This is an optimization exercise on Yosys and OpenROAD, whose aim is small area, a short achievable clock period and few clock cycles, not a production implementation.
The RTL was checked by simulation tests, not by an equivalence proof against the original design.
Power and IR drop assume default switching activity.

===== flow/design.v =====
`timescale 1ns/1ps
module rv_core (
    input  logic        clk,
    input  logic        rst_n,
    input  logic [31:0] i_imem_rdata,
    input  logic        i_imem_stall,
    output logic [29:0] o_imem_addr,
    output logic [31:0] o_pc,
    output logic        o_wb_valid,
    output logic [4:0]  o_wb_rd,
    output logic [31:0] o_wb_data
);
    logic [29:0] pc_q;
    logic [31:0] iw;
    assign o_imem_addr = pc_q;
    assign o_pc        = {pc_q, 2'b00};
    assign iw = {i_imem_rdata[7:0], i_imem_rdata[15:8],
                 i_imem_rdata[23:16], i_imem_rdata[31:24]};
    always_ff @(posedge clk or negedge rst_n) begin
        if (!rst_n) pc_q <= '0;
        else if (!i_imem_stall) pc_q <= pc_q + 30'd1;
    end
    logic        f_wen;         
    logic        f_isop;        
    logic [31:20] f_hi;         
    logic [14:7] f_lo;          
    logic [3:0]  f_r1h, f_r2h;  
    logic [7:0]  f_r1l, f_r2l;  
    logic        f_fa, f_fb;    
    logic        f_w1, f_w2;    
    logic        e_wen;         
    logic [4:0]  e_rd;
    logic        i_exec, i_isop, i_fa, i_fb, i_w1, i_w2;
    logic [4:0]  i_rs1, i_rs2;
    assign i_rs1  = iw[19:15];
    assign i_rs2  = iw[24:20];
    assign i_isop = iw[5];
    assign i_exec = (iw[6:0] == 7'b0110011 || iw[6:0] == 7'b0010011);
    assign i_fa = f_wen && (f_lo[11:7] == i_rs1);
    assign i_fb = f_wen && (f_lo[11:7] == i_rs2) && i_isop;
    assign i_w1 = !i_fa && e_wen && (e_rd == i_rs1);
    assign i_w2 = !i_fb && e_wen && (e_rd == i_rs2) && i_isop;
    always_ff @(posedge clk or negedge rst_n) begin
        if (!rst_n) f_wen <= 1'b0;
        else f_wen <= !i_imem_stall && (iw[11:7] != 5'd0) && i_exec;
    end
    always_ff @(posedge clk) begin
        f_isop <= i_isop;
        f_hi   <= iw[31:20];
        f_lo   <= iw[14:7];
        f_fa   <= i_fa;
        f_fb   <= i_fb;
        f_w1   <= i_w1;
        f_w2   <= i_w2;
        for (int k = 0; k < 4; k++) begin
            f_r1h[k] <= (i_rs1[4:3] == k) && !i_fa && !i_w1;
            f_r2h[k] <= (i_rs2[4:3] == k) && !i_fb && !i_w2 && i_isop;
        end
        for (int k = 0; k < 8; k++) begin
            f_r1l[k] <= (i_rs1[2:0] == k);
            f_r2l[k] <= (i_rs2[2:0] == k);
        end
    end
    logic [4:0]  d_rd;
    logic [2:0]  d_f3;
    logic        d_alt;
    logic [31:0] d_imm;
    assign d_rd  = f_lo[11:7];
    assign d_f3  = f_lo[14:12];
    assign d_alt = f_hi[30];
    assign d_imm = {{20{f_hi[31]}}, f_hi[31:20]};
    logic [31:1] rf_we;
    logic [31:1] rf_v;
    logic [31:1] s1, s2;
    logic [32*31-1:0] rf_q;     
    genvar g;
    generate
        for (g = 1; g < 32; g++) begin : rf
            logic [31:0] q;
            assign rf_we[g] = o_wb_valid && (o_wb_rd == g);
            always_ff @(posedge clk) begin
                if (rf_we[g]) q <= o_wb_data;
            end
            always_ff @(posedge clk or negedge rst_n) begin
                if (!rst_n) rf_v[g] <= 1'b0;
                else if (rf_we[g]) rf_v[g] <= 1'b1;
            end
            assign s1[g] = rf_v[g] && f_r1h[g / 8] && f_r1l[g % 8];
            assign s2[g] = rf_v[g] && f_r2h[g / 8] && f_r2l[g % 8];
            assign rf_q[32*(g-1) +: 32] = q;
        end
    endgenerate
    logic        d_sub;
    logic [31:0] d_a, d_b;
    assign d_sub = (d_f3 == 3'b000 && d_alt && f_isop) || d_f3 == 3'b010 || d_f3 == 3'b011;
    rd_port u_rd1 (.q(rf_q), .s(s1), .ex({32{f_w1}} & o_wb_data), .d(d_a));
    rd_port u_rd2 (.q(rf_q), .s(s2), .ex(({32{f_w2}} & o_wb_data) | ({32{!f_isop}} & d_imm)),
                   .d(d_b));
    logic [31:0] e_a, e_bx;     
    logic        e_sub;         
    logic        e_sra;         
    logic        e_sll;         
    logic        e_s_sum, e_s_sll, e_s_srl, e_s_slt, e_s_sltu;
    logic        e_s_xor, e_s_or, e_s_and;
    always_ff @(posedge clk or negedge rst_n) begin
        if (!rst_n) e_wen <= 1'b0;
        else e_wen <= f_wen;
    end
    always_ff @(posedge clk) begin
        e_rd     <= d_rd;
        e_a      <= d_a;
        e_bx     <= d_b ^ {32{d_sub && !f_fb}};
        e_sub    <= d_sub;
        e_sra    <= d_alt && d_f3 == 3'b101;
        e_sll    <= d_f3 == 3'b001;
        e_s_sum  <= d_f3 == 3'b000;
        e_s_sll  <= d_f3 == 3'b001;
        e_s_slt  <= d_f3 == 3'b010;
        e_s_sltu <= d_f3 == 3'b011;
        e_s_xor  <= d_f3 == 3'b100;
        e_s_srl  <= d_f3 == 3'b101;
        e_s_or   <= d_f3 == 3'b110;
        e_s_and  <= d_f3 == 3'b111;
    end
    logic [31:0] x_a, x_b;      
    logic [31:0] a, bx, pp, gg, c, sr, sh, lg, y0, y1;
    logic        base0;
    assign a  = e_a | x_a;
    assign bx = e_bx | x_b;
    logic [31:0] gn0, tn0, g1, t1, gn2, tn2, g3, t3, gn4, tn4, g5, t5;
    ks_gt  u_gt (.a(a), .b(bx), .cin(e_sub), .gn(gn0), .tn(tn0));
    ks_p   u_p  (.a(a), .b(bx), .p(pp));
    assign gg = ~gn0;    
    ks_odd  #(.D(1))  u_l1 (.gn(gn0), .tn(tn0), .g(g1),  .t(t1));
    ks_even #(.D(2))  u_l2 (.g(g1),   .t(t1),   .gn(gn2), .tn(tn2));
    ks_odd  #(.D(4))  u_l3 (.gn(gn2), .tn(tn2), .g(g3),  .t(t3));
    ks_even #(.D(8))  u_l4 (.g(g3),   .t(t3),   .gn(gn4), .tn(tn4));
    ks_odd  #(.D(16)) u_l5 (.gn(gn4), .tn(tn4), .g(g5),  .t(t5));
    assign c = {g5[30:0], e_sub};
    logic [31:0] s0, s1_, s2_, s3_, s4_;
    logic        fill;
    assign fill = e_sra & a[31];
    sh_rev            u_rev (.x(a),   .s(e_sll), .y(s0));
    sh_lvl #(.D(16))  u_sh4 (.x(s0),  .s(bx[4]), .fill(!fill), .y(s1_));
    sh_lvl #(.D(8))   u_sh3 (.x(s1_), .s(bx[3]), .fill(fill),  .y(s2_));
    sh_lvl #(.D(4))   u_sh2 (.x(s2_), .s(bx[2]), .fill(!fill), .y(s3_));
    sh_lvl #(.D(2))   u_sh1 (.x(s3_), .s(bx[1]), .fill(fill),  .y(s4_));
    sh_lvl #(.D(1))   u_sh0 (.x(s4_), .s(bx[0]), .fill(!fill), .y(sr));
    always_comb begin
        for (int i = 0; i < 32; i++) sh[i] = (e_s_srl & sr[i]) | (e_s_sll & sr[31-i]);
    end
    assign lg = ({32{e_s_xor}} & pp) | ({32{e_s_or}} & ~tn0) | ({32{e_s_and}} & gg);
    assign y0 = ({32{e_s_sum}} & pp)  | lg;
    assign y1 = ({32{e_s_sum}} & ~pp) | lg;
    logic [31:0] m_wb, m_xa, m_xb, r_wb, r_xa, r_xb;
    logic        d_sb, k_sh1, k_sh0, e_shift;
    assign e_shift = e_s_srl | e_s_sll;
    assign d_sb  = d_sub && f_fb;
    assign k_sh1 = f_fb && !d_sub;
    assign k_sh0 = d_sb && e_shift;
    res_sel u_rwb (.c(c), .y0(y0), .y1(y1), .r(m_wb));
    res_sel u_rxa (.c(c), .y0(y0 & {32{f_fa}}), .y1(y1 & {32{f_fa}}), .r(m_xa));
    res_sel u_rxb (.c(c), .y0((y0 & {32{f_fb}}) ^ {32{d_sb && !e_shift}}),
                   .y1((y1 & {32{f_fb}}) ^ {32{d_sb && !e_shift}}), .r(m_xb));
    always_comb begin
        for (int i = 0; i < 32; i++) begin
            r_wb[i] = m_wb[i] | sh[i];
            r_xa[i] = m_xa[i] | (sh[i] & f_fa);
            r_xb[i] = m_xb[i] | (sh[i] ? k_sh1 : k_sh0);
        end
    end
    logic [3:0] ev_wb, ev_xa, ev_xb;
    logic       r0_wb, r0_xa, r0_xb, m0_wb, m0_xa, m0_xb;
    assign base0 = e_sub ? y1[0] : y0[0];
    always_comb begin
        for (int k = 0; k < 4; k++) begin
            ev_wb[k] = base0 | (e_s_slt & (pp[31] ? !k[0] : a[31])) | (e_s_sltu & !k[1]);
            ev_xa[k] = f_fa & ev_wb[k];
            ev_xb[k] = (f_fb & ev_wb[k]) ^ (d_sb && !e_shift);
        end
    end
    sel4 u_s0wb (.c0(c[31]), .c1(g5[31]), .v(ev_wb), .r(m0_wb));
    sel4 u_s0xa (.c0(c[31]), .c1(g5[31]), .v(ev_xa), .r(m0_xa));
    sel4 u_s0xb (.c0(c[31]), .c1(g5[31]), .v(ev_xb), .r(m0_xb));
    assign r0_wb = m0_wb | sh[0];
    assign r0_xa = m0_xa | (sh[0] & f_fa);
    assign r0_xb = m0_xb | (sh[0] ? k_sh1 : k_sh0);
    always_ff @(posedge clk or negedge rst_n) begin
        if (!rst_n) o_wb_valid <= 1'b0;
        else o_wb_valid <= e_wen;
    end
    always_ff @(posedge clk) begin
        o_wb_rd   <= e_rd;
        o_wb_data <= {r_wb[31:1], r0_wb};
        x_a       <= {r_xa[31:1], r0_xa};
        x_b       <= {r_xb[31:1], r0_xb};
    end
endmodule
module res_sel (
    input  logic [31:0] c,
    input  logic [31:0] y0,
    input  logic [31:0] y1,
    output logic [31:0] r
);
    always_comb begin
        for (int i = 0; i < 32; i++) r[i] = c[i] ? y1[i] : y0[i];
    end
endmodule
module ks_gt (
    input  logic [31:0] a,
    input  logic [31:0] b,
    input  logic        cin,
    output logic [31:0] gn,
    output logic [31:0] tn
);
    assign gn = {~(a[31:1] & b[31:1]), ~((a[0] & b[0]) | ((a[0] | b[0]) & cin))};
    assign tn = ~(a | b);
endmodule
module ks_p (
    input  logic [31:0] a,
    input  logic [31:0] b,
    output logic [31:0] p
);
    assign p = a ^ b;
endmodule
module ks_odd #(parameter int D = 1) (
    input  logic [31:0] gn,
    input  logic [31:0] tn,
    output logic [31:0] g,
    output logic [31:0] t
);
    assign g = ~(gn & (tn | {gn[31-D:0], {D{1'b1}}}));
    assign t = ~(tn | {tn[31-D:0], {D{1'b0}}});
endmodule
module ks_even #(parameter int D = 1) (
    input  logic [31:0] g,
    input  logic [31:0] t,
    output logic [31:0] gn,
    output logic [31:0] tn
);
    assign gn = ~(g | (t & {g[31-D:0], {D{1'b0}}}));
    assign tn = ~(t & {t[31-D:0], {D{1'b1}}});
endmodule
module sh_rev (
    input  logic [31:0] x,
    input  logic        s,
    output logic [31:0] y
);
    always_comb begin
        for (int i = 0; i < 32; i++) y[i] = ~(s ? x[31-i] : x[i]);
    end
endmodule
module sh_lvl #(parameter int D = 1) (
    input  logic [31:0] x,
    input  logic        s,
    input  logic        fill,
    output logic [31:0] y
);
    assign y = ~(s ? {{D{fill}}, x[31:D]} : x);
endmodule
module rd_port (
    input  logic [32*31-1:0] q,
    input  logic [31:1]      s,
    input  logic [31:0]      ex,
    output logic [31:0]      d
);
    logic [32*11-1:0] m;
    genvar j, b;
    generate
        for (j = 0; j < 10; j++) begin : grp
            for (b = 0; b < 32; b++) begin : bit_
                aoi222 u_aoi (
                    .a0(s[3*j+1]), .b0(q[32*(3*j)   + b]),
                    .a1(s[3*j+2]), .b1(q[32*(3*j+1) + b]),
                    .a2(s[3*j+3]), .b2(q[32*(3*j+2) + b]),
                    .y(m[32*j + b]));
            end
        end
    endgenerate
    assign m[32*10 +: 32] = ~(({32{s[31]}} & q[32*30 +: 32]) | ex);
    assign d = ~(m[0 +: 32] & m[32 +: 32] & m[64 +: 32] & m[96 +: 32]) |
               ~(m[128 +: 32] & m[160 +: 32] & m[192 +: 32] & m[224 +: 32]) |
               ~(m[256 +: 32] & m[288 +: 32] & m[320 +: 32]);
endmodule
module aoi222 (
    input  logic a0, b0, a1, b1, a2, b2,
    output logic y
);
    assign y = ~((a0 & b0) | (a1 & b1) | (a2 & b2));
endmodule
module sel4 (
    input  logic       c0,
    input  logic       c1,
    input  logic [3:0] v,
    output logic       r
);
    assign r = v[{c1, c0}];
endmodule

===== flow/run.sh =====
#!/bin/bash
# synth_recipe.tcl (not shown) runs the flow's synth.tcl, then flattens the netlist and writes it again
# the make line also repeats each setting of config.mk as NAME=value (left out here)
make -C /OpenROAD-flow-scripts/flow DESIGN_CONFIG=/design/flow/config.mk WORK_HOME=/design/flow/orfs CLKGATE_MAP_FILE= SYNTH_SCRIPT=/design/flow/synth_recipe.tcl finish

===== flow/config.mk =====
export PLATFORM = sky130hd
export DESIGN_NAME = rv_core
export DESIGN_NICKNAME = rv_core
export VERILOG_FILES = /design/flow/design.v
export SDC_FILE = /design/flow/constraint.sdc
export NUM_CORES = 4
export LEC_CHECK = 0
export CAP_MARGIN = 20
export CELL_PAD_IN_SITES_DETAIL_PLACEMENT = 1
export CELL_PAD_IN_SITES_GLOBAL_PLACEMENT = 2
export CORE_MARGIN = 2
export CORE_UTILIZATION = 45
export CTS_CLUSTER_DIAMETER = 80
export CTS_CLUSTER_SIZE = 25
export PLACE_DENSITY = 0.6
export SETUP_SLACK_MARGIN = 3.6
export SLEW_MARGIN = 20
export SYNTH_HIERARCHICAL = 1
export SYNTH_MINIMUM_KEEP_SIZE = 0

===== flow/constraint.sdc =====
create_clock -name core_clock -period 6.0 [get_ports {clk}]
set_input_delay 1.2000 -clock core_clock [delete_from_list [all_inputs] [get_ports {clk}]]
set_output_delay 1.2000 -clock core_clock [all_outputs]
set_load 0.01 [all_outputs]

==> results of run 1 <==
==> flip-flops by register name, indices dropped and copies added, names as in the netlist, 4 cells and up <==
register and cells:
f_lo 8, f_hi 12, pc_q 30, e_bx 32, e_rd 5, e_a 32, x_b 32, o_wb_rd 5
f_r2h 4, o_wb_data 32, rf_v 31, f_r1h 4, rf.q 992, x_a 32, f_r1l 8, f_r2l 8
==> stage by stage <==
stage               util, %  cell area, µm²  power, W
finish                 56.4           70700    0.0173
global route           56.4           70700    0.0177
detailed placement     48.2           60500    0.0111
floorplan                 -           56800    0.0106
global placement       48.2           60500    0.0111
CTS                    54.9           68900    0.0172
==> what timing repair did <==
item	CTS	global route
resized for setup	1228	199
hold endpoints to repair	0	0
cloned	54	24
setup buffers	233	66
setup endpoints to repair	319	450
hold buffers	0	0
pin swaps	346	118
==> worst max-delay path by stage <==
stage	startpoint	endpoint	slack, ns	cells after the start
after CTS	f_r2h[0]	e_bx[18]	3.22	6
final	f_r2l[5]	e_bx[8]	3.08	6
after global placement	x_b[4]	o_wb_data[30]	2.37	9
after global routing	e_sll	x_b[21]	3.15	11
after floorplan	o_wb_valid	rf[12].q[0]	3.35	3
after detailed placement	x_b[4]	o_wb_data[30]	2.28	9
==> routing by layer <==
metal	vias up	share of wire, %	track usage [%]
li1	18200	-	-
met3	812	13	11.7
met1	23800	36	53.0
met5	-	0.079	0
met2	3790	43	60.5
met4	34	7.3	22.5
==> where the power goes <==
part           leakage [nW]  switching (W)  internal (W)
Combinational          12.9       0.000971      0.000767
Clock                  1.14        0.00331       0.00240
Sequential             13.6       0.000128       0.00972
Total                  27.6        0.00441        0.0129
==> final cells by class <==
class,count,area [µm²],share of cell area [%]
timing repair buffer,646,8270,11.7
antenna,8,20.0,0.0283
inverter,112,430,0.609
tap,1650,2060,2.92
multi-input combinational,2442,21300,30.1
sequential,1285,36200,51.2
timing repair inverter,1,7.51,0.0106
clock inverter,36,483,0.683
clock buffer,96,1890,2.68
==> impl_metrics.ini, run 1 <==
[clocking]
path_clk_slew_ns = 0.10
clock-root-buffer = clkbuf_16
clkLatencyLatePin_ns = 0.76
clockBufferDepth = 3
cts_tree = built
h-tree-depth = 3
cts_made_buffers = 72
cts.sinks = 1285

[sta]
setup_viol = 0
worst_clock_skew_ns = 0.0791
holdWs_ns = 0.398
rsz0062_at_grt = yes
period_minus_slack_ns = 2.92
tns_ns = 0
setup_ws_ns = 3.08
max-slew-margin-rel_pct = 33.2
report.final.hold_viol_count = 0
slew_violations = 0
clock.fmax_ghz = 0.342
worstMarginPinSlew_ns = 1.00
min_period_over_period_pct = 48.7

[detailed_routing]
viasPerCell = 7.43
ant_nets = 0
dr.pass1.iters = 13
vias = 46600
drt_iter0_markers = 10600
drcViolationCount = 0
wirelength_um = 280000
wl_per_cell_um = 44.6

[job]
drv_cap = 0

[power_and_ir_drop]
pwr_density_cell_mw_per_mm2 = 245
irDropWorstVdd_uv = 313
p_leak_nw = 27.6

[critical_path]
crit_slowest_cell = a2111o_1
cp-start-kind = flop
critPathBufInv = 1
path_max_fanout = 8
critPathKind = reg -> reg
rrSetupSlack_ns = 3.08
end_kind = flop
cp_slowest_stage_delay_ns = 0.62
rr_worst_depth = 6
worstPathCellList = and3_4 > buf_12 > a222oi_1 > nand4_1 > a2111o_1 > xor2_1
worstReg2RegStart = f_r2l[5]
cp.required_ns = 6.59
worst_r2r_endpoint = e_bx[8]
path_delay_family = compound AO/OA/AOI/OAI gates
critical_path_arrival_ns = 3.51

[place]
place_congestion = 0.987
dp_cells = 5759
port_buffers = 132
pre_cts_slack_ns = 2.28
hpwl_um = 149000

[die]
core_mm2 = 0.125
pin_count = 135
die_y_um = 359
die_w_um = 359
start_util_pct = 45.2
die-area_mm2 = 0.129
rows = 130

[yosys]
synth_cells = 3976
synth_area_mm2 = 0.0567
ys_warn_count = 9
avgSynthCellArea_um2 = 14.3

[worst_hold_path]
holdPathStages = 0
hold_class = reg -> reg
min_to = o_wb_rd[1]
hp-start = e_rd[1]

[layout]
area_growth_pct = 24.6
fill_cells = 11800
final_common_cell = edfxtp_1
nNetsFinal = 4596
drive_above_1_share_pct = 29.3
final_cell_mix = edfxtp_1, a222oi_1, buf_4, nand2_1, mux2i_1
final_cells = 6276

[grt]
grt_pass1_wl_um = 365000
grt_max_degree = 67
grt.total_usage_pct = 40.5
overflow = 0
grt_pass1_vias = 45100
antenna_found_initial = 31

[outcome]
status = finished clean
Testbench counts, summed over its fixed seeds: cycles 18,269.
==> run 2: changes to the inputs <==
--- a/flow/config.mk
+++ b/flow/config.mk
@@ -8,10 +8,10 @@
 export CAP_MARGIN = 20
 export CELL_PAD_IN_SITES_DETAIL_PLACEMENT = 1
-export CELL_PAD_IN_SITES_GLOBAL_PLACEMENT = 2
+export CELL_PAD_IN_SITES_GLOBAL_PLACEMENT = 1
 export CORE_MARGIN = 2
-export CORE_UTILIZATION = 45
+export CORE_UTILIZATION = 38
 export CTS_CLUSTER_DIAMETER = 80
 export CTS_CLUSTER_SIZE = 25
-export PLACE_DENSITY = 0.6
+export PLACE_DENSITY = 0.55
 export SETUP_SLACK_MARGIN = 3.6
 export SLEW_MARGIN = 20
==> impl_metrics.ini, run 2 <==
[layout]
largest-register = rf.q
final_cell_mix = edfxtp_1, a222oi_1, buf_4, nand2_1, mux2i_1
area_growth_pct = 26.5
drive_above_1_share_pct = 30.5
fill_cells = 14400
final_cells = 6600
nNetsFinal = 4631
final_common_cell = edfxtp_1
postLayoutCoreUtil_pct = 48.5
largest_reg_flops = 992

[die]
rows = 141
die_w_um = 390
pin_count = 135
start_util_pct = 38.3
die_y_um = 390
die-area_mm2 = 0.152
core_mm2 = 0.148

[critical_path]
crit_path_start = e_sll
critical_path_arrival_ns = 3.38
cp.required_ns = 6.58
cp-start-kind = flop
worstSetupEndpoint = x_b[29]
end_kind = flop
rr_worst_depth = 10
path_max_fanout = 7
worst_r2r_endpoint = x_b[29]
critPathKind = reg -> reg
rrSetupSlack_ns = 3.19
worstReg2RegStart = e_sll

[job]
drv_cap = 0

[grt]
grt.total_usage_pct = 35.4
grt_pass1_vias = 44600
grt_pass1_wl_um = 372000
overflow = 0
antenna_found_initial = 19
grt_max_degree = 65

[power_and_ir_drop]
pwr_density_cell_mw_per_mm2 = 251
irDropWorstVdd_uv = 242
power.total_w = 0.0180
p_leak_nw = 28.0

[outcome]
status = finished clean

[clocking]
clockBufferDepth = 3
holdBufCountCts = 0
cts_tree = built
h-tree-depth = 3
clock-root-buffer = clkbuf_16
clkLatencyLatePin_ns = 0.77
path_clk_slew_ns = 0.10
cts_made_buffers = 83
cts.sinks = 1285

[detailed_routing]
drcViolationCount = 0
wl_per_cell_um = 44.1
dr.pass1.iters = 7
ant_nets = 0
drt_iter0_markers = 9661
vias = 46900
wirelength_um = 291000
viasPerCell = 7.10

[place]
dp_cells = 6038
pre_cts_slack_ns = 2.46
port_buffers = 132
place_congestion = 0.937
hpwl_um = 148000

[sta]
setup_ws_ns = 3.19
worst_clock_skew_ns = 0.0886
rsz0062_at_grt = yes
tns_ns = 0
clock.fmax_ghz = 0.356
setup_viol = 0
min_period_over_period_pct = 46.8
max-slew-margin-rel_pct = 27.4
report.final.hold_viol_count = 0
worstMarginPinSlew_ns = 1.09
period_minus_slack_ns = 2.81
slew_violations = 0

[yosys]
ys_warn_count = 9
avgSynthCellArea_um2 = 14.3
synth_area_mm2 = 0.0567
synth_cells = 3976

[worst_hold_path]
hold_class = reg -> reg
-- run 2: per-stage QoR --
step	hold WS [ns]	cell area [µm²]
after floorplan	0.366	56800
after global placement	0.393	60900
after detailed placement	0.396	60900
after CTS	0.403	69400
after global routing	0.413	71800
final	0.396	71800
-- run 2: area by class of cell --
type / count / area, µm² / area share [%]
well taps: 1930 / 2410 / 3.36
clock buffers: 97 / 2180 / 3.04
clock inverters: 53 / 708 / 0.987
diodes: 10 / 25.0 / 0.0349
flip-flops and latches: 1285 / 36200 / 50.4
multi-input cells: 2451 / 21400 / 29.8
repair buffers: 661 / 8400 / 11.7
inverters: 112 / 424 / 0.591
repair inverters: 1 / 7.51 / 0.0105
-- run 2: per-layer routing --
layer	vias to the layer above	routed length (µm)	global-route usage, %
met3	802	36700	9.73
met2	3667	127000	53.7
li1	18300	-	-
met5	-	102	0
met1	24100	106000	45.4
met4	12	21300	20.5
-- run 2: report_power, final --
part	switching (W)	total, W	internal [W]
Clock	0.00360	0.00654	0.00293
Combinational	0.000897	0.00163	0.000733
Sequential	0.000124	0.00984	0.00972
Total	0.00462	0.0180	0.0134
-- run 2: worst min path at each step --
| stage | to | slack (ns) | from | depth (start not counted) |
|---|---|---|---|---|
| after detailed placement | o_wb_valid | 0.40 | e_wen | 0 |
| after global placement | o_wb_valid | 0.39 | e_wen | 0 |
| after CTS | o_wb_rd[1] | 0.40 | e_rd[1] | 0 |
| after global routing | o_wb_rd[1] | 0.41 | e_rd[1] | 0 |
| final | o_wb_rd[1] | 0.40 | e_rd[1] | 0 |
| after floorplan | e_wen | 0.37 | f_wen | 0 |
-- run 2: critical path, stage by stage (launching register included) --
cell and delay, ns:
dfxtp_4 0.45, buf_6 0.16, buf_16 0.15, mux2i_4 0.26
mux2i_1 0.12, mux2i_1 0.28, mux2i_2 0.18, mux2i_1 0.26
mux2i_1 0.15, a22o_2 0.38, a211o_1 0.27
-- run 2: repair_timing --
action | in CTS | in global routing
buffers inserted | 194 | 121
gates cloned | 63 | 24
pin swaps | 349 | 162
resized for setup | 1181 | 188
endpoints found under the setup margin | 557 | 438
==> run 3: changes to the inputs <==
--- a/flow/design.v
+++ b/flow/design.v
@@ -92,10 +92,10 @@
     endgenerate
     logic        d_sub;
-    logic [31:0] d_a, d_b;
+    logic [31:0] d_an, d_bn;    
     assign d_sub = (d_f3 == 3'b000 && d_alt && f_isop) || d_f3 == 3'b010 || d_f3 == 3'b011;
-    rd_port u_rd1 (.q(rf_q), .s(s1), .ex({32{f_w1}} & o_wb_data), .d(d_a));
+    rd_port u_rd1 (.q(rf_q), .s(s1), .ex({32{f_w1}} & o_wb_data), .dn(d_an));
     rd_port u_rd2 (.q(rf_q), .s(s2), .ex(({32{f_w2}} & o_wb_data) | ({32{!f_isop}} & d_imm)),
-                   .d(d_b));
-    logic [31:0] e_a, e_bx;     
+                   .dn(d_bn));
+    logic [31:0] e_an, e_bxn;
     logic        e_sub;         
     logic        e_sra;         
@@ -109,6 +109,6 @@
     always_ff @(posedge clk) begin
         e_rd     <= d_rd;
-        e_a      <= d_a;
-        e_bx     <= d_b ^ {32{d_sub && !f_fb}};
+        e_an     <= d_an;
+        e_bxn    <= d_bn ^ {32{d_sub && !f_fb}};
         e_sub    <= d_sub;
         e_sra    <= d_alt && d_f3 == 3'b101;
@@ -123,9 +123,9 @@
         e_s_and  <= d_f3 == 3'b111;
     end
-    logic [31:0] x_a, x_b;      
+    logic [31:0] x_an, x_bn;
     logic [31:0] a, bx, pp, gg, c, sr, sh, lg, y0, y1;
     logic        base0;
-    assign a  = e_a | x_a;
-    assign bx = e_bx | x_b;
+    assign a  = ~(e_an & x_an);
+    assign bx = ~(e_bxn & x_bn);
     logic [31:0] gn0, tn0, g1, t1, gn2, tn2, g3, t3, gn4, tn4, g5, t5;
     ks_gt  u_gt (.a(a), .b(bx), .cin(e_sub), .gn(gn0), .tn(tn0));
@@ -166,6 +166,6 @@
         for (int i = 0; i < 32; i++) begin
             r_wb[i] = m_wb[i] | sh[i];
-            r_xa[i] = m_xa[i] | (sh[i] & f_fa);
-            r_xb[i] = m_xb[i] | (sh[i] ? k_sh1 : k_sh0);
+            r_xa[i] = ~(m_xa[i] | (sh[i] & f_fa));
+            r_xb[i] = ~(m_xb[i] | (sh[i] ? k_sh1 : k_sh0));
         end
     end
@@ -184,6 +184,6 @@
     sel4 u_s0xb (.c0(c[31]), .c1(g5[31]), .v(ev_xb), .r(m0_xb));
     assign r0_wb = m0_wb | sh[0];
-    assign r0_xa = m0_xa | (sh[0] & f_fa);
-    assign r0_xb = m0_xb | (sh[0] ? k_sh1 : k_sh0);
+    assign r0_xa = ~(m0_xa | (sh[0] & f_fa));
+    assign r0_xb = ~(m0_xb | (sh[0] ? k_sh1 : k_sh0));
     always_ff @(posedge clk or negedge rst_n) begin
         if (!rst_n) o_wb_valid <= 1'b0;
@@ -193,6 +193,6 @@
         o_wb_rd   <= e_rd;
         o_wb_data <= {r_wb[31:1], r0_wb};
-        x_a       <= {r_xa[31:1], r0_xa};
-        x_b       <= {r_xb[31:1], r0_xb};
+        x_an      <= {r_xa[31:1], r0_xa};
+        x_bn      <= {r_xb[31:1], r0_xb};
     end
 endmodule
@@ -263,5 +263,5 @@
     input  logic [31:1]      s,
     input  logic [31:0]      ex,
-    output logic [31:0]      d
+    output logic [31:0]      dn
 );
     logic [32*11-1:0] m;
@@ -278,8 +278,38 @@
         end
     endgenerate
-    assign m[32*10 +: 32] = ~(({32{s[31]}} & q[32*30 +: 32]) | ex);
-    assign d = ~(m[0 +: 32] & m[32 +: 32] & m[64 +: 32] & m[96 +: 32]) |
-               ~(m[128 +: 32] & m[160 +: 32] & m[192 +: 32] & m[224 +: 32]) |
-               ~(m[256 +: 32] & m[288 +: 32] & m[320 +: 32]);
+    logic [31:0] n0, n1, n2;
+    generate
+        for (b = 0; b < 32; b++) begin : bit2_
+            aoi21  u_m10 (.a0(s[31]), .b0(q[32*30 + b]), .c(ex[b]), .y(m[32*10 + b]));
+            nand4m u_n0  (.a(m[b]),       .b(m[32 + b]),  .c(m[64 + b]),  .d(m[96 + b]),  .y(n0[b]));
+            nand4m u_n1  (.a(m[128 + b]), .b(m[160 + b]), .c(m[192 + b]), .d(m[224 + b]), .y(n1[b]));
+            nand3m u_n2  (.a(m[256 + b]), .b(m[288 + b]), .c(m[320 + b]), .y(n2[b]));
+            nor3m  u_o   (.a(n0[b]), .b(n1[b]), .c(n2[b]), .y(dn[b]));
+        end
+    endgenerate
+endmodule
+module aoi21 (
+    input  logic a0, b0, c,
+    output logic y
+);
+    assign y = ~((a0 & b0) | c);
+endmodule
+module nand4m (
+    input  logic a, b, c, d,
+    output logic y
+);
+    assign y = ~(a & b & c & d);
+endmodule
+module nand3m (
+    input  logic a, b, c,
+    output logic y
+);
+    assign y = ~(a & b & c);
+endmodule
+module nor3m (
+    input  logic a, b, c,
+    output logic y
+);
+    assign y = ~(a | b | c);
 endmodule
 module aoi222 (
--- a/flow/config.mk
+++ b/flow/config.mk
@@ -10,9 +10,9 @@
 export CELL_PAD_IN_SITES_GLOBAL_PLACEMENT = 1
 export CORE_MARGIN = 2
-export CORE_UTILIZATION = 38
+export CORE_UTILIZATION = 40
 export CTS_CLUSTER_DIAMETER = 80
 export CTS_CLUSTER_SIZE = 25
 export PLACE_DENSITY = 0.55
-export SETUP_SLACK_MARGIN = 3.6
+export SETUP_SLACK_MARGIN = 3.3
 export SLEW_MARGIN = 20
 export SYNTH_HIERARCHICAL = 1
==> impl_metrics.ini, run 3 <==
[detailed_routing]
top_layer_used = met5
wl_met1_um = 104000
ant_nets = 0
dr.pass1.iters = 13
wl_per_cell_um = 40.5
wl_met2_um = 113000
drt_iter0_markers = 8312
wl_met3_um = 28000
viasPerCell = 6.90
drcViolationCount = 0
vias = 43900
wirelength_um = 258000

[power_and_ir_drop]
p_leak_nw = 25.3
pwr_density_cell_mw_per_mm2 = 261
irDropWorstVdd_uv = 291

[sta]
min_period_over_period_pct = 47.0
setup_viol = 0
tns_ns = 0
clock.fmax_ghz = 0.355
slew_violations = 0
worst_clock_skew_ns = 0.0676
worstMarginPinSlew_ns = 1.17
report.final.hold_viol_count = 0
rsz0062_at_grt = yes
period_minus_slack_ns = 2.82
setup_ws_ns = 3.18
max-slew-margin-rel_pct = 22.0

[layout]
postLayoutCoreUtil_pct = 47.6
largest_reg_flops = 992
final_common_cell = edfxtp_1
nNetsFinal = 4450
drive_above_1_share_pct = 25.0
largest-register = rf.q
final_cell_mix = edfxtp_1, a222oi_1, nand2_1, buf_4, mux2i_1
area_growth_pct = 18.3

[clocking]
cts_made_buffers = 78
cts_tree = built
clkLatencyLatePin_ns = 0.74
path_clk_slew_ns = 0.10
h-tree-depth = 3
clock-root-buffer = clkbuf_16
cts.sinks = 1285
clockBufferDepth = 3

[place]
place_congestion = 0.886
port_buffers = 132
pre_cts_slack_ns = 2.34
hpwl_um = 150000

[die]
start_util_pct = 40.2
pin_count = 135
rows = 138
die_y_um = 381
die_w_um = 381
die-area_mm2 = 0.145
core_mm2 = 0.141

[critical_path]
cp.required_ns = 6.61
worstReg2RegStart = e_sll
path_max_fanout = 5
cp-start-kind = flop
end_kind = flop
worstPathCellList = buf_8 > buf_16 > buf_4 > mux2i_1 > mux2i_1 > mux2i_1 > mux2i_1 > mux2i_1 > mux2i_2 > a22o_1 > or2_2
critical_path_arrival_ns = 3.43
crit_top_cell = mux2i_1
critPathKind = reg -> reg
crit_slowest_cell = mux2i_1
cp_slowest_stage_delay_ns = 0.44
crit_path_start = e_sll
path_delay_family = multiplexers
critPathBufInv = 3

[grt]
grt_max_degree = 65
antenna_found_initial = 25
overflow = 0
grt_pass1_wl_um = 348000
grt_pass1_vias = 42600
grt.total_usage_pct = 34.3

[yosys]
ys_warn_count = 9
synth_cells = 4034
synth_area_mm2 = 0.0567
avgSynthCellArea_um2 = 14.1

[job]
drv_cap = 0

[worst_hold_path]
hp-start = e_rd[4]
hold_class = reg -> reg

[outcome]
status = finished clean
run 3: timing repair:
action / CTS / global route
buffers inserted: 104 / 28
gates resized for setup: 498 / 193
setup endpoints to repair: 233 / 116
pin swaps: 31 / 56
hold buffers: 0 / 0
gates cloned: 24 / 3
run 3: per-stage QoR:
stage / hold WS, ns / power, W / area (µm²) / instances
CTS: 0.402 / 0.0175 / 66100 / 6333
floorplan: 0.366 / 0.0106 / 56700 / 4035
finish: 0.396 / 0.0175 / 67100 / 6368
detailed placement: 0.389 / 0.0111 / 60900 / 6065
global route: 0.404 / 0.0179 / 67100 / 6364
global placement: 0.389 / 0.0111 / 60900 / 6065
run 3: report_power, final:
group / total [W] / leakage (nW) / internal [W] / switching [W]
clock network: 0.00623 / 1.32 / 0.00280 / 0.00342
logic: 0.00141 / 10.3 / 0.000549 / 0.000862
registers: 0.00986 / 13.6 / 0.00972 / 0.000135
total: 0.0175 / 25.3 / 0.0131 / 0.00442
run 3: worst paths after layout:
| kind | end | depth (start not counted) | slack (ns) |
|---|---|---|---|
| setup / recovery | o_wb_data[31] | 11 | 3.18 |
| hold / removal | o_wb_rd[4] | 0 | 0.40 |
| setup reg to reg | o_wb_data[31] | 11 | 3.18 |
| hold reg to reg | o_wb_rd[4] | 0 | 0.40 |
| max in group asynchronous | pc_q[2] | 2 | 4.66 |
| min in group asynchronous | rf_v[14] | 2 | 0.68 |
run 3: final cells by class:
class / instances / area [µm²]
Sequential cell: 1285 / 36200
Inverter: 113 / 428
Antenna cell: 4 / 10.0
Clock buffer: 90 / 2020
Clock inverter: 50 / 692
Fill cell: 14000 / 74000
Timing Repair Buffer: 436 / 4580
Tap cell: 1890 / 2360
Multi-Input combinational cell: 2500 / 20800
run 3: metal layers:
layer	vias to the layer above	track usage [%]
met5	-	0
met4	10	14.4
met3	424	7.08
met2	2764	51.9
met1	22900	47.9
li1	17800	-
run 3: worst register-to-register path, cell delays in order, from the launching register on:
cell     delay (ns)
dfxtp_4        0.41
buf_8          0.15
buf_16         0.14
buf_4          0.13
mux2i_1        0.44
mux2i_1        0.17
mux2i_1        0.15
mux2i_1        0.14
mux2i_1        0.24
mux2i_2        0.15
a22o_1         0.29
or2_2          0.29
Testbench counts of run 3, summed over its fixed seeds: cycles 18,269.
==> run 4: changes to the inputs <==
--- a/flow/config.mk
+++ b/flow/config.mk
@@ -14,5 +14,5 @@
 export CTS_CLUSTER_SIZE = 25
 export PLACE_DENSITY = 0.55
-export SETUP_SLACK_MARGIN = 3.3
+export SETUP_SLACK_MARGIN = 3.6
 export SLEW_MARGIN = 20
 export SYNTH_HIERARCHICAL = 1
==> impl_metrics.ini, run 4 <==
[place]
dpl_cell_area_mm2 = 0.0608
place_congestion = 0.896
dp_cells = 6049
port_buffers = 132
hpwl_um = 152000

[critical_path]
critPathKind = reg -> reg
cp.required_ns = 6.59
end_kind = flop
worstReg2RegStart = rf_v[10]
worst_r2r_endpoint = e_bxn[20]
crit_path_start = rf_v[10]
rrSetupSlack_ns = 3.22
path_max_fanout = 5
rr_worst_depth = 6
cp-start-kind = flop
critical_path_arrival_ns = 3.37

[outcome]
status = finished clean

[clocking]
clock-root-buffer = clkbuf_16
path_clk_slew_ns = 0.10
h-tree-depth = 3
clockBufferDepth = 3
clkLatencyLatePin_ns = 0.76
cts.sinks = 1285
cts_made_buffers = 75
holdBufCountCts = 0
cts_tree = built

[layout]
multi_input_area_mm2 = 0.0215
stdcell_area_mm2 = 0.0702
register_area_mm2 = 0.0362
final_common_cell = edfxtp_1
final_cells = 6547
largest-register = rf.q
postLayoutCoreUtil_pct = 49.8
nNetsFinal = 4626
area_growth_pct = 23.9
drive_above_1_share_pct = 31.1
final_cell_mix = edfxtp_1, a222oi_1, buf_4, nand2_1, mux2i_1
fill_cells = 13900
largest_reg_flops = 992

[detailed_routing]
dr.pass1.iters = 12
viasPerCell = 6.95
vias = 45500
wl_per_cell_um = 42.0
drt_iter0_markers = 9166
wirelength_um = 275000
drcViolationCount = 0
ant_nets = 0

[grt]
grt.total_usage_pct = 35.8
grt_pass1_vias = 43900
grt_pass1_wl_um = 362000
antenna_found_initial = 15
overflow = 0
grt_max_degree = 88

[sta]
worst_clock_skew_ns = 0.0518
clock.fmax_ghz = 0.360
max-slew-margin-rel_pct = 19.3
holdWs_ns = 0.388
period_minus_slack_ns = 2.78
tns_ns = 0
report.final.hold_viol_count = 0
setup_viol = 0
rsz0062_at_grt = yes
slew_violations = 0
worstMarginPinSlew_ns = 1.21
min_period_over_period_pct = 46.3

[worst_hold_path]
hold_class = reg -> reg
hp-start = f_lo[8]
holdPathStages = 0
min_to = e_rd[1]

[power_and_ir_drop]
irDropWorstVdd_uv = 343
pwr_density_cell_mw_per_mm2 = 249
p_leak_nw = 26.4

[yosys]
synth_cells = 4034
synth_area_mm2 = 0.0567
avgSynthCellArea_um2 = 14.1
ys_warn_count = 9

[die]
core_mm2 = 0.141
die_w_um = 381
pin_count = 135
die_y_um = 381
die-area_mm2 = 0.145
rows = 138
start_util_pct = 40.2

[job]
drv_cap = 0
-- run 4: report_power, final --
part / switching [W] / leakage [nW] / internal [W] / total (W)
clock network: 0.00345 / 1.25 / 0.00267 / 0.00612
registers: 0.000160 / 13.6 / 0.00972 / 0.00988
logic: 0.000879 / 11.5 / 0.000598 / 0.00148
-- run 4: cell type report --
class	instances	share of cell area (%)
flip-flops and latches	1285	51.6
multi-input cells	2510	30.6
repair buffers	605	10.1
well taps	1890	3.37
clock buffers	98	2.87
clock inverters	41	0.876
inverters	113	0.613
diodes	5	0.0178
-- run 4: worst max path at each step --
| stage | end | depth (start not counted) |
|---|---|---|
| floorplan | rf[12].q[0] | 3 |
| global placement | x_bn[4] | 10 |
| detailed placement | o_wb_data[11] | 9 |
| CTS | o_wb_data[13] | 10 |
| global route | x_bn[24] | 11 |
| finish | e_bxn[20] | 6 |
-- run 4: metal layers --
layer	vias up	track usage, %	part of all wire (%)
li1	18200	-	-
met1	23600	48.8	39
met2	3110	53.6	43
met3	533	8.41	12
met4	16	17.3	5.7
met5	-	0	0.059
-- run 4: per-stage QoR --
step,total power [W],worst slack (ns)
2_1_floorplan,0.0106,3.35
3_3_place_gp,0.0111,2.33
3_5_place_dp,0.0111,2.35
4_1_cts,0.0174,3.34
5_1_grt,0.0179,3.26
6_report,0.0175,3.22
-- run 4: timing repair --
item / CTS / global route
buffers inserted: 215 / 85
cloned: 38 / 16
setup endpoints to repair: 311 / 371
pin swaps: 289 / 164
resized for setup: 1132 / 192
-- run 4: worst max-delay path: stages (launching register included) --
cell	delay, ns
dfrtp_1	0.40
and3_4	0.19
buf_12	0.15
a222oi_1	0.46
nand4_1	0.63
nor3_2	0.41
xor2_2	0.38
==> run 5: changes to the inputs <==
--- a/flow/config.mk
+++ b/flow/config.mk
@@ -14,5 +14,5 @@
 export CTS_CLUSTER_SIZE = 25
 export PLACE_DENSITY = 0.55
-export SETUP_SLACK_MARGIN = 3.6
+export SETUP_SLACK_MARGIN = 3.15
 export SLEW_MARGIN = 20
 export SYNTH_HIERARCHICAL = 1
==> impl_metrics.ini, run 5 <==
[outcome]
status = finished clean

[detailed_routing]
vias = 43400
drcViolationCount = 0
wirelength_um = 255000
drt_iter0_markers = 8310
ant_nets = 0
viasPerCell = 6.89
wl_per_cell_um = 40.4
dr.pass1.iters = 14

[critical_path]
end_kind = flop
cp-start-kind = flop
critPathKind = reg -> reg
worstPathCellList = and3_4 > buf_4 > a222oi_1 > nand4_1 > nor3_2 > xor2_2
cp_slowest_stage_delay_ns = 0.50
crit_slowest_cell = nand4_1
cp.required_ns = 6.56
critical_path_arrival_ns = 3.43
path_max_fanout = 19

[clocking]
cts.sinks = 1285
h-tree-depth = 3
cts_made_buffers = 78
path_clk_slew_ns = 0.10
clockBufferDepth = 3
holdBufCountCts = 0
clkLatencyLatePin_ns = 0.75
cts_tree = built
clock-root-buffer = clkbuf_16

[sta]
report.final.hold_viol_count = 0
period_minus_slack_ns = 2.87
slew_violations = 0
worstMarginPinSlew_ns = 1.15
clock.fmax_ghz = 0.349
holdWs_ns = 0.400
tns_ns = 0
min_period_over_period_pct = 47.8
max-slew-margin-rel_pct = 23.0
worst_clock_skew_ns = 0.0770
setup_viol = 0
rsz0062_at_grt = no

[place]
place_congestion = 0.886
hpwl_um = 150000
port_buffers = 132

[yosys]
synth_area_mm2 = 0.0567
ys_warn_count = 9
synth_cells = 4034
avgSynthCellArea_um2 = 14.1

[layout]
multi_input_area_mm2 = 0.0202
final_cell_mix = edfxtp_1, a222oi_1, nand2_1, mux2i_1, dfxtp_1
fill_cells = 14000
area_growth_pct = 16.0
register_area_mm2 = 0.0361
final_common_cell = edfxtp_1
largest_reg_flops = 992
largest-register = rf.q
drive_above_1_share_pct = 20.5
nNetsFinal = 4381

[power_and_ir_drop]
p_leak_nw = 24.9
irDropWorstVdd_uv = 289
pwr_density_cell_mw_per_mm2 = 265

[die]
die_y_um = 381
start_util_pct = 40.2
die-area_mm2 = 0.145
core_mm2 = 0.141
rows = 138
die_w_um = 381
pin_count = 135

[job]
drv_cap = 0

[grt]
overflow = 0
grt_pass1_vias = 42400
grt_max_degree = 65
antenna_found_initial = 30
grt_pass1_wl_um = 345000
grt.total_usage_pct = 34.0

[worst_hold_path]
hold_class = reg -> reg
[run 5: where the power goes]
part / internal, W / total [W] / switching (W)
logic: 0.000499 / 0.00132 / 0.000817
clock network: 0.00280 / 0.00622 / 0.00342
registers: 0.00972 / 0.00986 / 0.000141
total: 0.0130 / 0.0174 / 0.00438
[run 5: final cells by class]
class / instances / area share (%)
Multi-Input combinational cell: 2500 / 30.8
Timing Repair Buffer: 367 / 5.89
Inverter: 113 / 0.651
Clock buffer: 90 / 3.07
Clock inverter: 50 / 1.05
Antenna cell: 5 / 0.0190
Tap cell: 1890 / 3.60
Sequential cell: 1285 / 54.9
[run 5: worst paths after layout]
path / from / endpoint / slack (ns) / depth (start not counted)
worst max-delay path: f_r2l[7] / e_bxn[23] / 3.13 / 6
worst min-delay path: e_rd[3] / o_wb_rd[3] / 0.40 / 0
worst max register to register: f_r2l[7] / e_bxn[23] / 3.13 / 6
worst min register to register: e_rd[3] / o_wb_rd[3] / 0.40 / 0
max in group asynchronous: rst_n / pc_q[3] / 4.65 / 2
min in group asynchronous: rst_n / pc_q[0] / 0.66 / 2
[run 5: layer usage]
metal  part of all wire, %  global-route usage (%)
met5                 0.036                       0
met2                    44                    51.9
met1                    40                    47.2
met3                    11                    7.18
met4                   4.4                    13.6
[run 5: critical path, delay by kind of cell (launching register included)]
| kind | cells | cell delay (ns) |
|---|---|---|
| AOI/OAI and AO/OA | 1 | 0.38 |
| xor gates and xnor gates | 1 | 0.34 |
| buffers and inverters | 1 | 0.30 |
| DFF | 1 | 0.44 |
| and+or+nand+nor | 3 | 1.20 |
[run 5: through the flow]
stage | setup WS, ns | instance area [µm²] | std cells | util, % | power (W)
final | 3.13 | 65800 | 6300 | 46.6 | 0.0174
after global routing | 3.13 | 65700 | 6295 | 46.6 | 0.0178
after CTS | 3.04 | 65300 | 6284 | 46.3 | 0.0174
after detailed placement | 2.34 | 60900 | 6065 | 43.2 | 0.0111
after global placement | 2.37 | 60900 | 6065 | 43.2 | 0.0111
after floorplan | 3.35 | 56700 | 4035 | - | 0.0106
[run 5: repair_timing]
| action | CTS | global route |
|---|---|---|
| setup buffers | 59 | 8 |
| resized for setup | 309 | 93 |
| cloned | 20 | 3 |
| pin swaps | 13 | 16 |
| setup endpoints to repair | 214 | 85 |
==> run 6: changes to the inputs <==
--- a/flow/config.mk
+++ b/flow/config.mk
@@ -10,8 +10,8 @@
 export CELL_PAD_IN_SITES_GLOBAL_PLACEMENT = 1
 export CORE_MARGIN = 2
-export CORE_UTILIZATION = 40
+export CORE_UTILIZATION = 47
 export CTS_CLUSTER_DIAMETER = 80
 export CTS_CLUSTER_SIZE = 25
-export PLACE_DENSITY = 0.55
+export PLACE_DENSITY = 0.6
 export SETUP_SLACK_MARGIN = 3.15
 export SLEW_MARGIN = 20
==> impl_metrics.ini, run 6 <==
[clocking]
clkLatencyLatePin_ns = 0.71
clockBufferDepth = 3
cts.sinks = 1285
holdBufCountCts = 0
path_clk_slew_ns = 0.09
cts_made_buffers = 69
cts_tree = built
h-tree-depth = 3
clock-root-buffer = clkbuf_16

[grt]
grt_max_degree = 65
grt_pass1_wl_um = 330000
overflow = 0
antenna_found_initial = 19
use_met1_pct = 53.4
grt.total_usage_pct = 38.3
use_met3_pct = 8.99
met2_usage_pct = 56.0
busiest_layer = met2
grt_pass1_vias = 42300

[power_and_ir_drop]
pwr-share-comb_pct = 7.7
switchingPower_w = 0.00410
irDropWorstVdd_uv = 238
p_clk_share_pct = 33.7
pwr_density_cell_mw_per_mm2 = 260
swShare_pct = 24.3
power.share.sequential_pct = 58.5
p_leak_nw = 24.7
power.total_w = 0.0169
internal_power_w = 0.0128

[critical_path]
worstReg2RegStart = f_r2l[3]
cp-start-kind = flop
end_kind = flop
critical_path_arrival_ns = 3.58
worst_r2r_endpoint = e_bxn[2]
cp.required_ns = 6.60
rr_worst_depth = 6
path_max_fanout = 19
rrSetupSlack_ns = 3.01
critPathKind = reg -> reg

[layout]
area_growth_pct = 14.5
largest-register = rf.q
drive_above_1_share_pct = 19.0
nNetsFinal = 4364
final_cell_mix = edfxtp_1, a222oi_1, nand2_1, mux2i_1, dfxtp_1
final_common_cell = edfxtp_1
final_cells = 6002
largest_reg_flops = 992

[detailed_routing]
drcViolationCount = 0
wl_per_cell_um = 40.4
wirelength_um = 243000
ant_nets = 0
dr.pass1.iters = 12
viasPerCell = 7.28
drt_iter0_markers = 9167
vias = 43700

[sta]
setup_ws_ns = 3.01
period_minus_slack_ns = 2.99
worst_clock_skew_ns = 0.0603
holdWs_ns = 0.395
slew_violations = 0
clock.fmax_ghz = 0.335
max-slew-margin-rel_pct = 22.9
tns_ns = 0
min_period_over_period_pct = 49.8
rsz0062_at_grt = yes
report.final.hold_viol_count = 0
setup_viol = 0
worstMarginPinSlew_ns = 1.16

[yosys]
synth_area_mm2 = 0.0567
synth_cells = 4034
ys_warn_count = 9
avgSynthCellArea_um2 = 14.1

[place]
dp_cells = 5783
pre_cts_slack_ns = 2.33
place_congestion = 0.970
hpwl_um = 146000
port_buffers = 132

[die]
rows = 127
die_w_um = 351
start_util_pct = 47.3
pin_count = 135
die_y_um = 351
die-area_mm2 = 0.123
core_mm2 = 0.120

[worst_hold_path]
min_to = o_wb_rd[3]
hold_class = reg -> reg
holdPathStages = 0
hp-start = e_rd[3]

[job]
drv_cap = 0

[outcome]
status = finished clean
[run 6: area by class of cell]
cell class                 instances  area (µm²)
fill                           11600       54900
sequential                      1285       36100
multi-input combinational       2501       20200
timing repair buffer             358        3850
tap                             1612        2020
clock buffer                     101        1900
clock inverter                    27         432
inverter                         113         432
antenna                            5        12.5
[run 6: stage by stage]
step                util [%]  area [µm²]
floorplan                  -       56700
detailed placement      50.5       60500
global route            54.2       64900
finish                  54.2       64900
CTS                     53.9       64600
global placement        50.5       60500
[run 6: power groups by stage]
stage               combinational (W)  sequential [W]  clock, W
floorplan                    0.000529          0.0101         0
global placement              0.00103          0.0100         0
detailed placement            0.00105          0.0100         0
CTS                           0.00126         0.00986   0.00572
global route                  0.00136         0.00987   0.00598
finish                        0.00130         0.00987   0.00568
[run 6: critical path, stage by stage, from the launching register on]
cell	delay [ns]
dfxtp_1	0.39
and3_2	0.48
buf_4	0.33
a222oi_1	0.46
nand4_1	0.56
nor3_2	0.38
xor2_2	0.27
[run 6: metal layers]
layer / wire length [µm] / part of all wire (%)
met1: 95100 / 39
met4: 14000 / 5.8
met5: 22 / 0.0091
met2: 103000 / 43
met3: 30300 / 12
[run 6: worst max path at each step]
| stage | start | endpoint | slack [ns] | cells past startpoint |
|---|---|---|---|---|
| 6_report | f_r2l[3] | e_bxn[2] | 3.01 | 6 |
| 4_1_cts | o_wb_data[18] | o_wb_data[18] | 2.89 | 2 |
| 2_1_floorplan | o_wb_valid | rf[12].q[0] | 3.35 | 3 |
| 3_3_place_gp | e_bxn[4] | o_wb_data[0] | 2.38 | 9 |
| 5_1_grt | e_sll | o_wb_data[19] | 3.14 | 9 |
| 3_5_place_dp | e_bxn[4] | o_wb_data[0] | 2.33 | 9 |
[run 6: repair_timing]
item                       4_1_cts  5_1_grt
resized for setup              307       76
buffers inserted                57        3
gates cloned                    24        2
setup endpoints to repair      200       82
pin swaps                       15       17
==> run 7: changes to the inputs <==
--- a/flow/config.mk
+++ b/flow/config.mk
@@ -10,9 +10,9 @@
 export CELL_PAD_IN_SITES_GLOBAL_PLACEMENT = 1
 export CORE_MARGIN = 2
-export CORE_UTILIZATION = 47
+export CORE_UTILIZATION = 42
 export CTS_CLUSTER_DIAMETER = 80
 export CTS_CLUSTER_SIZE = 25
-export PLACE_DENSITY = 0.6
-export SETUP_SLACK_MARGIN = 3.15
+export PLACE_DENSITY = 0.58
+export SETUP_SLACK_MARGIN = 3.2
 export SLEW_MARGIN = 20
 export SYNTH_HIERARCHICAL = 1
==> impl_metrics.ini, run 7 <==
[critical_path]
critPathKind = reg -> reg
worstPathCellList = and3_2 > buf_6 > a222oi_1 > nand4_1 > nor3_2 > xor2_1
crit_path_start = f_r2l[7]
critPathBufInv = 1
worstReg2RegStart = f_r2l[7]
path_max_fanout = 32
critical_path_arrival_ns = 3.49
end_kind = flop
cp_slowest_stage_delay_ns = 0.55
cp.required_ns = 6.57
path_delay_family = simple AND/OR/NAND/NOR gates
cp-start-kind = flop
crit_slowest_cell = nand4_1

[sta]
rsz0062_at_grt = yes
max-slew-margin-rel_pct = 22.2
tns_ns = 0
clock.fmax_ghz = 0.343
worst_clock_skew_ns = 0.0696
worstMarginPinSlew_ns = 1.17
slew_violations = 0
period_minus_slack_ns = 2.92
report.final.hold_viol_count = 0
min_period_over_period_pct = 48.6
setup_viol = 0

[die]
start_util_pct = 42.4
die_w_um = 371
die_y_um = 371
core_mm2 = 0.134
rows = 134
pin_count = 135
die-area_mm2 = 0.138

[detailed_routing]
drt_iter0_markers = 8388
wl_per_cell_um = 40.2
viasPerCell = 7.02
drcViolationCount = 0
dr.pass1.iters = 12
ant_nets = 0
vias = 43400
wirelength_um = 249000

[grt]
grt.total_usage_pct = 35.0
antenna_found_initial = 15
grt_pass1_wl_um = 337000
grt_pass1_vias = 42000
grt_max_degree = 61
overflow = 0

[clocking]
clockBufferDepth = 3
clock-root-buffer = clkbuf_16
clkLatencyLatePin_ns = 0.74
cts_tree = built
path_clk_slew_ns = 0.10
cts_made_buffers = 79
cts.sinks = 1285
holdBufCountCts = 0
h-tree-depth = 3

[place]
place_congestion = 0.934
hpwl_um = 148000
dpl_cell_area_mm2 = 0.0606
dp_cells = 5929
port_buffers = 132

[layout]
postLayoutCoreUtil_pct = 49.3
largest-register = rf.q
nNetsFinal = 4385
final_cell_mix = edfxtp_1, a222oi_1, nand2_1, mux2i_1, dfxtp_1
final_common_cell = edfxtp_1
stdcell_area_mm2 = 0.0659
drive_above_1_share_pct = 21.5
final_cells = 6190
area_growth_pct = 16.2
largest_reg_flops = 992

[power_and_ir_drop]
irDropWorstVdd_uv = 280
p_leak_nw = 24.9
power.total_w = 0.0175
pwr_density_cell_mw_per_mm2 = 266

[yosys]
synth_cells = 4034
synth_area_mm2 = 0.0567
avgSynthCellArea_um2 = 14.1
ys_warn_count = 9

[outcome]
status = finished clean

[worst_hold_path]
hp-start = e_rd[0]
hold_class = reg -> reg

[job]
drv_cap = 0
run 7: repair_timing:
item                       in CTS  in global routing
gates cloned                   21                  6
buffers inserted               67                 13
pin swaps                      22                 27
resized for setup             339                139
setup endpoints to repair     212                 80
run 7: final timing paths:
path	end	slack, ns	cells after the start
max	e_bxn[1]	3.08	6
min	o_wb_rd[0]	0.39	0
max reg2reg	e_bxn[1]	3.08	6
min reg2reg	o_wb_rd[0]	0.39	0
max in group asynchronous	rf_v[3]	4.45	2
min in group asynchronous	pc_q[26]	0.50	1
run 7: through the flow:
stage / setup slack (ns) / hold slack, ns
final: 3.08 / 0.395
after global routing: 3.09 / 0.408
after CTS: 2.98 / 0.391
after detailed placement: 2.40 / 0.387
after global placement: 2.46 / 0.391
after floorplan: 3.35 / 0.366
run 7: final cells by class:
type / count / area [µm²]
fill: 13200 / 67900
sequential: 1285 / 36200
multi-input combinational: 2505 / 20500
timing repair buffer: 365 / 3850
tap: 1768 / 2210
clock buffer: 99 / 2130
clock inverter: 48 / 664
inverter: 113 / 428
antenna: 7 / 17.5
run 7: power breakdown:
part	switching, W	total, W	internal (W)
clock	0.00341	0.00632	0.00291
sequential	0.000144	0.00986	0.00972
combinational	0.000817	0.00133	0.000515
total	0.00437	0.0175	0.0131
run 7: routing by layer:
metal,share of wire [%],routed length [µm],vias to the layer above,GRT usage (%)
met5,0.018,45,-,0
met4,5.4,13400,6,15.9
met3,11,26700,418,6.56
met2,44,110000,2669,53.7
met1,40,98700,22600,48.2
li1,-,-,17700,-
==> run 8: changes to the inputs <==
--- a/flow/config.mk
+++ b/flow/config.mk
@@ -10,9 +10,9 @@
 export CELL_PAD_IN_SITES_GLOBAL_PLACEMENT = 1
 export CORE_MARGIN = 2
-export CORE_UTILIZATION = 42
-export CTS_CLUSTER_DIAMETER = 80
-export CTS_CLUSTER_SIZE = 25
-export PLACE_DENSITY = 0.58
-export SETUP_SLACK_MARGIN = 3.2
+export CORE_UTILIZATION = 40
+export CTS_CLUSTER_DIAMETER = 70
+export CTS_CLUSTER_SIZE = 20
+export PLACE_DENSITY = 0.55
+export SETUP_SLACK_MARGIN = 3.15
 export SLEW_MARGIN = 20
 export SYNTH_HIERARCHICAL = 1
==> impl_metrics.ini, run 8 <==
[outcome]
status = finished clean

[die]
start_util_pct = 40.2
die_w_um = 381
pin_count = 135
die_y_um = 381
rows = 138
core_mm2 = 0.141
die-area_mm2 = 0.145

[clocking]
holdBufCountCts = 0
clockBufferDepth = 3
cts_made_buffers = 102
h-tree-depth = 3
clock-root-buffer = clkbuf_16
clkLatencyLatePin_ns = 0.75
cts_tree = built
path_clk_slew_ns = 0.08
cts.sinks = 1285

[layout]
postLayoutCoreUtil_pct = 47.1
nNetsFinal = 4400
area_growth_pct = 17.1
multi_input_area_mm2 = 0.0202
fill_cells = 14000
largest-register = rf.q
drive_above_1_share_pct = 21.4
final_cell_mix = edfxtp_1, a222oi_1, nand2_1, mux2i_1, dfxtp_1
register_area_mm2 = 0.0361
final_common_cell = edfxtp_1
largest_reg_flops = 992

[power_and_ir_drop]
p_leak_nw = 25.3
pwr_density_cell_mw_per_mm2 = 278
irDropWorstVdd_uv = 402

[critical_path]
path_max_fanout = 27
critical_path_arrival_ns = 3.53
worstPathCellList = and3_2 > buf_6 > a222oi_1 > nand4_1 > nor3_2 > xor2_2
path_delay_family = simple AND/OR/NAND/NOR gates
cp_slowest_stage_delay_ns = 0.56
end_kind = flop
critPathKind = reg -> reg
rrSetupSlack_ns = 3.09
crit_slowest_cell = nand4_1
critPathBufInv = 1
cp-start-kind = flop
cp.required_ns = 6.62

[detailed_routing]
vias = 43800
ant_nets = 0
wl_per_cell_um = 40.3
drt_iter0_markers = 8215
viasPerCell = 6.90
wirelength_um = 256000
dr.pass1.iters = 10
drcViolationCount = 0

[worst_hold_path]
hold_class = reg -> reg

[sta]
worstMarginPinSlew_ns = 1.17
report.final.hold_viol_count = 0
setup_viol = 0
max-slew-margin-rel_pct = 21.9
period_minus_slack_ns = 2.91
rsz0062_at_grt = yes
tns_ns = 0
clock.fmax_ghz = 0.344
slew_violations = 0
worst_clock_skew_ns = 0.0302
min_period_over_period_pct = 48.5

[grt]
antenna_found_initial = 24
grt_pass1_vias = 42600
overflow = 0
grt.total_usage_pct = 34.2
grt_max_degree = 65
grt_pass1_wl_um = 347000

[job]
drv_cap = 0

[place]
port_buffers = 132
place_congestion = 0.886
hpwl_um = 150000

[yosys]
synth_cells = 4034
ys_warn_count = 9
avgSynthCellArea_um2 = 14.1
synth_area_mm2 = 0.0567
## run 8: worst paths after layout
path | depth (start not counted) | endpoint | from
worst max register to register | 6 | e_bxn[23] | f_r2l[1]
min in group asynchronous | 2 | pc_q[0] | rst_n
worst max-delay path | 6 | e_bxn[23] | f_r2l[1]
max in group asynchronous | 2 | pc_q[3] | rst_n
worst min-delay path | 0 | o_wb_rd[4] | e_rd[4]
worst min register to register | 0 | o_wb_rd[4] | e_rd[4]
## run 8: timing repair
action | 4_1_cts | 5_1_grt
cloned | 20 | 1
setup buffers | 61 | 3
gates resized for setup | 298 | 90
setup endpoints to repair | 213 | 92
pin swaps | 10 | 23
## run 8: cell type report
type / instances / area share, %
Clock buffer: 109 / 3.95
Clock inverter: 80 / 1.31
Tap cell: 1890 / 3.56
Timing Repair Buffer: 362 / 5.72
Inverter: 113 / 0.639
Antenna cell: 7 / 0.0264
Multi-Input combinational cell: 2500 / 30.4
Sequential cell: 1285 / 54.4
## run 8: worst register-to-register path, cell delays in order, from the launching register on
cell	delay (ns)
dfxtp_1	0.43
and3_2	0.37
buf_6	0.25
a222oi_1	0.48
nand4_1	0.56
nor3_2	0.38
xor2_2	0.33
## run 8: layer usage
metal | part of all wire, % | track usage (%)
met5 | 0.015 | 0
met4 | 4.5 | 14.3
met3 | 10 | 5.78
met2 | 44 | 52.2
met1 | 41 | 48.2
## run 8: power by group
part	switching [W]	internal, W	leakage (nW)	total, W
sequential	0.000144	0.00972	13.6	0.00987
clock	0.00373	0.00353	1.68	0.00726
combinational	0.000816	0.000497	9.95	0.00131
total	0.00469	0.0138	25.3	0.0184
## run 8: metrics by stage
step	std cells	worst slack, ns	power, W	cell area, µm²	hold slack (ns)
6_report	6346	3.09	0.0184	66400	0.400
5_1_grt	6339	3.10	0.0189	66400	0.408
4_1_cts	6335	3.03	0.0185	66000	0.399
3_5_place_dp	6065	2.34	0.0111	60900	0.389
3_3_place_gp	6065	2.37	0.0111	60900	0.389
2_1_floorplan	4035	3.35	0.0106	56700	0.366

port drivers added, routing unchanged:
The results above use ideal ports. As a check the final layouts listed here were re-extracted and re-timed, cells and wires unchanged. Step 1 sets driving cells, clkbuf_16 on the clock port and buf_2 on the other inputs (assumed; they add their load-dependent delay and slew). Step 2, shift: input delay + t, output delay - t, t = (earliest + latest rising clock arrival at the registers) / 2. This alone moves slack from input paths to output paths. Three values: no drivers, after step 1, after step 2; two values: the first two.
| run | shift t [ns] | setup slack, ns | clock arrival spread, ns | worst slew at a driven data input, ns | pins driven straight from the clock port |
|---|---|---|---|---|---|
| run 1 | 0.806 | 3.080 / 3.080 / 2.961 | 0.081 / 0.081 | 0.06 | 1 |
| run 2 | 0.820 | 3.192 / 3.182 / 2.895 | 0.092 / 0.092 | 0.08 | 1 |
| run 3 | 0.792 | 3.181 / 3.181 / 2.794 | 0.069 / 0.069 | 0.06 | 1 |
| run 4 | 0.808 | 3.221 / 3.221 / 2.873 | 0.054 / 0.054 | 0.07 | 1 |
| run 5 | 0.788 | 3.133 / 3.107 / 2.803 | 0.079 / 0.079 | 0.06 | 1 |
| run 6 | 0.758 | 3.013 / 3.013 / 2.666 | 0.060 / 0.061 | 0.06 | 1 |
| run 7 | 0.781 | 3.083 / 3.083 / 2.745 | 0.070 / 0.070 | 0.05 | 1 |
| run 8 | 0.822 | 3.092 / 3.092 / 2.779 | 0.034 / 0.034 | 0.06 | 1 |
After both steps every run listed still meets setup and hold. The setup slack of run 3, which loses most, moves by 0.000 ns with the drivers and by -0.387 ns with both steps.
